Context: an optimization exercise on an open-source flow, tuned for small area, a short achievable clock period and few clock cycles per item. The choices shown serve that exercise and are no tape-out recipe.
At most, simulation tests tie the RTL to the original design; equivalence was not proved.
Power is estimated from default activity; no workload was simulated.

v6:
// bmp_stream_to_rgba_decoder
module bmp_stream_to_rgba_decoder (
    input  wire logic           aclk,
    input  wire logic           aresetn,
    input  wire logic           s_tvalid,
    output logic                s_tready,
    input  wire logic [7:0]     s_tdata,
    input  wire logic           s_tlast,
    output logic                m_tvalid,
    input  wire logic           m_tready,
    output logic [87:0]         m_tdata,
    output logic [1:0]          m_tuser,
    output logic                m_tlast
);
    localparam int N  = 3;
    localparam int CW = $clog2(N + 1);
    localparam logic [1:0] T_PIX  = 2'b00;    
    localparam logic [1:0] T_EOL  = 2'b01;    
    localparam logic [1:0] T_LAST = 2'b11;    
    localparam logic [1:0] T_INFO = 2'b10;    
    logic           ph_hdr, ph_skip, ph_pix, ph_pad, ph_ign;
    logic [5:0]     pos;         
    logic [18:0]    off_hi;      
    logic [12:0]    w;
    logic [12:0]    h;           
    logic           hz, ho;      
    logic           sig_ok, info_ok, fmt_ok, wide;
    logic           eol_f;       
    logic           last_f;      
    logic           w_sz;        
    logic           w_big;       
    logic           h_sz;        
    logic           h_big;       
    logic           off_lt;      
    logic           off_eq;      
    logic [12:0]    col;         
    logic [31:0]    q_data [0:N-1];
    logic [1:0]     q_tag  [0:N-1];
    logic [N-1:0]   wr_sel, rd_sel;
    logic [CW-1:0]  count;
    logic           full, nonempty;      
    logic           o_valid;
    logic [1:0]     o_kind;
    logic           o_last;
    logic [2:0]     o_err;
    logic [12:0]    o_w, o_h;
    logic [11:0]    o_x, o_y;
    logic [7:0]     o_r, o_g, o_b, o_a;
    logic           o_bu, o_eol;
    logic acc, push, pop;
    assign s_tready = !full;
    assign acc      = s_tvalid && !full;
    assign pop      = nonempty && (!o_valid || m_tready);
    logic [1:0]  bip;
    logic [31:0] off;
    assign bip = pos[1:0];
  ...
For scale: ~290 flip-flops, about 110 I/O pins, ~14,000 sq um of cells after synthesis.
==> flow/config.mk <==
export PLATFORM = sky130hd
export DESIGN_NAME = bmp_stream_to_rgba_decoder
export DESIGN_NICKNAME = bmp_stream_to_rgba_decoder
export VERILOG_FILES = /design/flow/design.v
export SDC_FILE = /design/flow/constraint.sdc
export NUM_CORES = 4
export LEC_CHECK = 0
export ABC_CLOCK_PERIOD_IN_PS = 2500
export CAP_MARGIN = 20
export CORE_MARGIN = 2
export CORE_UTILIZATION = 60
export SETUP_SLACK_MARGIN = 3.5
export SLEW_MARGIN = 20
==> flow/constraint.sdc <==
create_clock -name core_clock -period 6.0 [get_ports {aclk}]
set_input_delay 1.2000 -clock core_clock [delete_from_list [all_inputs] [get_ports {aclk}]]
set_output_delay 1.2000 -clock core_clock [all_outputs]
set_load 0.01 [all_outputs]
run.sh (not shown) runs the stock make flow with config.mk's settings and CLKGATE_MAP_FILE= SYNTH_SCRIPT=/design/flow/synth_recipe.tcl, a recipe that flattens the netlist after the stock synthesis.
The following lists how v7 was set up differently from v6:
--- a/flow/design.v
+++ b/flow/design.v
@@ -261,63 +261,73 @@
                 pos     <= '0;
             end
         end
     end
     logic [1:0] p_tag;
     always_comb begin
         if (trunc || hdr_end)            p_tag = T_INFO;
         else if (row_eol && row_last)    p_tag = T_LAST;
         else if (row_eol)                p_tag = T_EOL;
         else                             p_tag = T_PIX;
     end
+    logic [3:0] lane_we;
+    logic       fill_a, err_w;
+    logic [2:0] err_code;
+    always_comb begin
+        lane_we = '0;
+        if (ph_pix) lane_we[bip] = 1'b1;
+        if (ph_hdr) begin
+            case (pos)
+                6'd18:   lane_we[0] = 1'b1;
+                6'd19:   lane_we[1] = 1'b1;
+                6'd22:   lane_we[2] = 1'b1;
+                6'd23:   lane_we[3] = 1'b1;
+                default: ;
+            endcase
+        end
+    end
+    assign fill_a   = ph_pix && !wide && (bip == 2'd2);
+    assign err_w    = (hdr_end && hdr_bad) || (acc && trunc);
+    assign err_code = (hdr_end && hdr_bad) ? hdr_code : bmpd_pkg::ERR_TRUNCATED;
     always_ff @(posedge aclk) begin
         for (int i = 0; i < N; i++) begin
             if (!full && wr_sel[i]) begin
-                if (ph_pix) begin
-                    case (bip)
-                        2'd0:    q_data[i][7:0]   <= s_tdata;
-                        2'd1:    q_data[i][15:8]  <= s_tdata;
-                        2'd2:    q_data[i][23:16] <= s_tdata;
-                        default: q_data[i][31:24] <= s_tdata;
-                    endcase
-                    if (bip == 2'd2 && !wide) q_data[i][31:24] <= 8'hFF;
-                end
-                if (hdr_end) begin
-                    q_data[i] <= hdr_bad ? {1'b1, 28'd0, hdr_code}
-                                         : {5'd0, !ho, h, w};
-                end
-                if (acc && trunc) begin
-                    q_data[i][31]  <= 1'b1;
-                    q_data[i][2:0] <= bmpd_pkg::ERR_TRUNCATED;
+                if (lane_we[0]) q_data[i][7:0]   <= s_tdata;
+                if (lane_we[1]) q_data[i][15:8]  <= s_tdata;
+                if (lane_we[2]) q_data[i][23:16] <= s_tdata;
+                if (lane_we[3] || fill_a) q_data[i][31:24] <= s_tdata | {8{fill_a}};
+                if (err_w) begin
+                    q_data[i][2:0] <= err_code;
+                    q_data[i][15]  <= 1'b1;
                 end
                 if (push) begin
                     q_tag[i] <= p_tag;
                 end
             end
         end
     end
     logic [CW-1:0] count_next;
     assign count_next = count + CW'(push) - CW'(pop);
     always_ff @(posedge aclk) begin
         if (!aresetn) begin
             wr_sel <= N'(1);
             rd_sel <= N'(1);
             count    <= '0;
             full     <= 1'b0;
             nonempty <= 1'b0;
         end else begin
             if (push) wr_sel <= {wr_sel[N-2:0], wr_sel[N-1]};
             if (pop)  rd_sel <= {rd_sel[N-2:0], rd_sel[N-1]};
             count    <= count_next;
-            full     <= (count_next == CW'(N));
-            nonempty <= (count_next != '0);
+            full     <= full ? !pop : (count == CW'(N - 1)) && push && !pop;
+            nonempty <= nonempty ? !((count == CW'(1)) && pop && !push) : push;
         end
     end
     logic [31:0] hd_data;
     logic [1:0]  hd_tag;
     always_comb begin
         hd_data = '0;
         hd_tag  = '0;
         for (int i = 0; i < N; i++) begin
             hd_data = hd_data | (q_data[i] & {32{rd_sel[i]}});
             hd_tag  = hd_tag  | (q_tag[i]  & {2{rd_sel[i]}});
         end
@@ -348,27 +358,27 @@
                 o_last <= hd_tag[1];
                 o_r    <= hd_data[23:16];
                 o_g    <= hd_data[15:8];
                 o_b    <= hd_data[7:0];
                 o_a    <= hd_data[31:24];
                 if (first || o_eol) begin
                     o_x <= '0;
                     o_y <= o_bu ? y_base - 12'd1 : y_base + 12'd1;
                 end else begin
                     o_x <= o_x + 12'd1;
                 end
-            end else if (!hd_data[31]) begin
+            end else if (!hd_data[15]) begin
                 o_kind <= bmpd_pkg::KIND_HEADER;
                 o_w    <= hd_data[12:0];
-                o_h    <= hd_data[25:13];
-                o_bu   <= hd_data[26];
+                o_h    <= hd_data[31] ? 13'd0 - hd_data[28:16] : hd_data[28:16];
+                o_bu   <= !hd_data[31];
                 o_x    <= '0;
                 o_y    <= '0;
             end else begin
                 o_kind <= bmpd_pkg::KIND_ERROR;
                 o_err  <= hd_data[2:0];
                 o_w    <= '0;
                 o_h    <= '0;
                 o_x    <= '0;
                 o_y    <= '0;
             end
         end
Findings:
The wire length of the first global-routing pass on v6 is in line with that on v7. Per the comparison of v7 with v6, sum of buffers and inverters on the critical path saw little to no change; portion of total power attributed to the clock network saw an increase; reported combinational group power saw a decrease; global routing met2 resource utilization saw an increase. Relative to v6, fraction of synthesized cell area in xor and xnor cells has gone up in v7. The sequential fraction of the synthesis area of v6 and that of v7 are within noise of each other. Comparing v6 and v7, routing usage on met3 is lower on v6. Delta(register-to-register slack, v7 - v6) > 0. v7: synthesized-area fraction occupied by ao, oa, aoi and oai cells lower than v6. v7 did not stop at any stage, and its layout met the timing, design-rule and antenna checks. Relative max-transition margin is lower on v6. Row proportion of synthesized area in mux cells: v7 higher / v6 lower.
No run of this note included a check of the RTL's function; only the layout flow was run.

* * *

Setup of MS:
bmp_stream_to_rgba_decoder, a different RTL version from the one above (not shown whole).
For scale: ~1300 cells after synthesis, ~290 flip-flops, ~110 I/O pins.
==> flow/design.v (excerpt) <==
module bmp_stream_to_rgba_decoder (
    input  wire logic           aclk,
    input  wire logic           aresetn,
    input  wire logic           s_tvalid,
    output logic                s_tready,
    input  wire logic [7:0]     s_tdata,
    input  wire logic           s_tlast,
    output logic                m_tvalid,
    input  wire logic           m_tready,
    output logic [87:0]         m_tdata,
    output logic [1:0]          m_tuser,
    output logic                m_tlast
);
    localparam int N  = 3;
    localparam int CW = $clog2(N + 1);
    localparam logic [1:0] T_PIX  = 2'b00;    
    localparam logic [1:0] T_EOL  = 2'b01;    
    localparam logic [1:0] T_LAST = 2'b11;    
    localparam logic [1:0] T_INFO = 2'b10;    
    logic           ph_hdr, ph_skip, ph_pix, ph_pad, ph_ign;
    logic [5:0]     pos;         
    logic [18:0]    off_hi;      
    logic [12:0]    w;
    logic [12:0]    h;           
    logic           hz, ho;      
    logic           sig_ok, info_ok, fmt_ok, wide;
    logic           eol_f;       
    logic           last_f;      
    logic           has_pad;     
    logic           w_sz;        
    logic           w_big;       
    logic           h_sz;        
    logic           h_big;       
    logic           off_lt;      
    logic           off_eq;      
    logic [12:0]    col;         
    logic [31:0]    q_data [0:N-1];
    logic [1:0]     q_tag  [0:N-1];
    logic [N-1:0]   wr_sel, rd_sel;
    logic [CW-1:0]  count;
    logic           full, nonempty;      
    logic           o_valid;
    logic [1:0]     o_kind;
    logic           o_last;
    logic [2:0]     o_err;
    logic [12:0]    o_w, o_h;
    logic [11:0]    o_x, o_y;
    logic [7:0]     o_r, o_g, o_b, o_a;
    logic           o_bu, o_eol;
    logic acc, push, pop;
    assign s_tready = !full;
    assign acc      = s_tvalid && !full;
    assign pop      = nonempty && (!o_valid || m_tready);
    logic [1:0]  bip;
    logic [31:0] off;
    assign bip = pos[1:0];
    assign off = {off_hi, col};
  ...
export LEC_CHECK = 0
export ABC_CLOCK_PERIOD_IN_PS = 2500
export CAP_MARGIN = 20
export CORE_MARGIN = 2
export CORE_UTILIZATION = 60
export SETUP_SLACK_MARGIN = 3.5
export SLEW_MARGIN = 20
create_clock -name core_clock -period 6.0 [get_ports {aclk}]
standard.sh (not shown) runs the stock make flow with config.mk's settings and CLKGATE_MAP_FILE= SYNTH_SCRIPT=/design/flow/synth_recipe.tcl, a recipe that flattens the netlist after the stock synthesis.
==> flow/flow/run.sh <==
#!/bin/bash
# Own layout flow: the standard flow (standard.sh) with one change, the buffer cell put on
# every input and output port (buf_2 instead of the one buffer_ports picks by itself).
# Each tool's output is in orfs/logs/; this script's own output goes to run_flow.log.
set -euo pipefail
bash standard.sh "BUFFER_PORTS_ARGS=-buffer_cell sky130_fd_sc_hd__buf_2" finish > run_flow.log 2>&1
What TR does differently from MS at the input level:
-- flow/design.v --
<<< MS, line 28
);
    localparam int N  = 3;
    localparam int CW = $clog2(N + 1);
    localparam logic [1:0] T_PIX  = 2'b00;    
    localparam logic [1:0] T_EOL  = 2'b01;    
>>> TR, line 28
);
    localparam int N  = 3;
    localparam logic [1:0] T_PIX  = 2'b00;    
    localparam logic [1:0] T_EOL  = 2'b01;    
<<< MS, line 36
    logic [5:0]     pos;         
    logic [18:0]    off_hi;      
    logic [12:0]    w;
    logic [12:0]    h;           
>>> TR, line 35
    logic [5:0]     pos;         
    logic [18:0]    off_hi;      
    logic           off_hi_z;    
    logic [12:0]    w;
    logic [12:0]    h;           
<<< MS, line 53
    logic [1:0]     q_tag  [0:N-1];
    logic [N-1:0]   wr_sel, rd_sel;
    logic [CW-1:0]  count;
    logic           full, nonempty;      
    logic           o_valid;
    logic [1:0]     o_kind;
>>> TR, line 53
    logic [1:0]     q_tag  [0:N-1];
    logic [N-1:0]   wr_sel, rd_sel;
    logic [N-1:0]   occ;         
    logic           full, nonempty, ready;
    assign full     = occ[N-1];
    assign nonempty = occ[0];
    logic           o_valid;
    logic [1:0]     o_kind;
<<< MS, line 63
    logic [7:0]     o_r, o_g, o_b, o_a;
    logic           o_bu, o_eol;
    logic acc, push, pop;
    assign s_tready = !full;
    assign acc      = s_tvalid && !full;
    assign pop      = nonempty && (!o_valid || m_tready);
>>> TR, line 65
    logic [7:0]     o_r, o_g, o_b, o_a;
    logic           o_bu, o_eol;
    logic           o_first;     
    logic acc, push, pop;
    assign s_tready = ready;     
    assign acc      = s_tvalid && !full;
    assign pop      = nonempty && (!o_valid || m_tready);
<<< MS, line 85
    end
    always_ff @(posedge aclk) begin
        hdr_bad  <= v_bad;
        hdr_code <= v_code;
>>> TR, line 88
    end
    always_ff @(posedge aclk) begin
        off_hi_z <= (off_hi == '0);
        hdr_bad  <= v_bad;
        hdr_code <= v_code;
<<< MS, line 222
            end
            if (ph_skip) begin
                if (off == 32'd55) begin
                    col     <= w;
                    eol_f   <= w_is1;
>>> TR, line 226
            end
            if (ph_skip) begin
                if (off_hi_z && col == 13'd55) begin
                    col     <= w;
                    eol_f   <= w_is1;
<<< MS, line 316
        end
    end
    logic [CW-1:0] count_next;
    assign count_next = count + CW'(push) - CW'(pop);
    always_ff @(posedge aclk) begin
        if (!aresetn) begin
            wr_sel <= N'(1);
            rd_sel <= N'(1);
            count    <= '0;
            full     <= 1'b0;
            nonempty <= 1'b0;
        end else begin
            if (push) wr_sel <= {wr_sel[N-2:0], wr_sel[N-1]};
            if (pop)  rd_sel <= {rd_sel[N-2:0], rd_sel[N-1]};
            count    <= count_next;
            full     <= full ? !pop : (count == CW'(N - 1)) && push && !pop;
            nonempty <= nonempty ? !((count == CW'(1)) && pop && !push) : push;
        end
    end
>>> TR, line 320
        end
    end
    always_ff @(posedge aclk) begin
        if (!aresetn) begin
            wr_sel <= N'(1);
            rd_sel <= N'(1);
            occ    <= '0;
            ready  <= 1'b1;
        end else begin
            if (push) wr_sel <= {wr_sel[N-2:0], wr_sel[N-1]};
            if (pop)  rd_sel <= {rd_sel[N-2:0], rd_sel[N-1]};
            if (push && !pop) begin
                occ   <= {occ[N-2:0], 1'b1};
                ready <= !occ[N-2];
            end else if (pop && !push) begin
                occ   <= {1'b0, occ[N-1:1]};
                ready <= 1'b1;
            end
        end
    end
<<< MS, line 344
    end
    logic        first, hd_pix;
    logic [11:0] y_base;
    assign first  = (o_kind == bmpd_pkg::KIND_HEADER);
    assign hd_pix = (hd_tag != T_INFO);
    assign y_base = first ? (o_bu ? o_h[11:0] : 12'hFFF) : o_y;
    always_ff @(posedge aclk) begin
        if (!aresetn) begin
>>> TR, line 349
    end
    logic        first, hd_pix;
    logic [11:0] y_first, y_step;
    assign first  = o_first;
    assign hd_pix = (hd_tag != T_INFO);
    assign y_first = o_bu ? 12'(o_h - 13'd1) : 12'd0;
    assign y_step  = o_bu ? o_y - 12'd1 : o_y + 12'd1;
    always_ff @(posedge aclk) begin
        if (!aresetn) begin
<<< MS, line 357
        end
        if (pop) begin
            o_eol  <= hd_tag[0];
            o_last <= 1'b0;
            o_err  <= '0;
>>> TR, line 363
        end
        if (pop) begin
            o_eol   <= hd_tag[0];
            o_first <= !hd_pix && !hd_data[15];
            o_last <= 1'b0;
            o_err  <= '0;
<<< MS, line 373
                if (first || o_eol) begin
                    o_x <= '0;
                    o_y <= o_bu ? y_base - 12'd1 : y_base + 12'd1;
                end else begin
                    o_x <= o_x + 12'd1;
>>> TR, line 380
                if (first || o_eol) begin
                    o_x <= '0;
                    o_y <= first ? y_first : y_step;
                end else begin
                    o_x <= o_x + 12'd1;
### Flow results
- TR has total power below what MS had.
- Delta (TR minus MS): routed length per instance shows an increase of 0.28 um, wire length of the first global-routing pass +2.2%, sequential cell count rose by 0.69%.
- Setup total negative slack: MS vs TR — no meaningful difference
Testbench counts of TR, summed over its fixed seeds: cycles 520,358, bytes 477,256.
The RTL of MS was laid out without a check of its function.

[what the ideal ports hide]
How much do the figures lean on ideal ports? The routed layouts below were timed once more, with nothing changed but the port constraints.
Step 1 (the two cells are an assumption about what drives the block):
set clk [get_ports {aclk}]
set_driving_cell -lib_cell sky130_fd_sc_hd__clkbuf_16 $clk
set_driving_cell -lib_cell sky130_fd_sc_hd__buf_2 [delete_from_list [all_inputs] $clk]
Step 2 also shifts input and output timing later by t, the mid clock arrival at the registers, as if the neighbouring blocks saw the same clock.
a / b / c = ideal ports / drivers / drivers and shift; a / b = the first two.
run | t, ns | setup slack, ns | worst hold slack (ns) | clock arrival spread, ns
v6 | 0.598 | 3.185 / 3.185 / 2.643 | 0.494 / 0.494 / 0.494 | 0.022 / 0.022
v7 | 0.611 | 3.325 / 3.325 / 2.956 | 0.545 / 0.545 / 0.545 | 0.019 / 0.019
MS | 0.607 | 3.342 / 3.342 / 2.989 | 0.525 / 0.525 / 0.525 | 0.013 / 0.013
TR | 0.607 | 3.482 / 3.482 / 2.940 | 0.482 / 0.482 / 0.482 | 0.023 / 0.023
After both steps setup and hold are still met in every run listed.
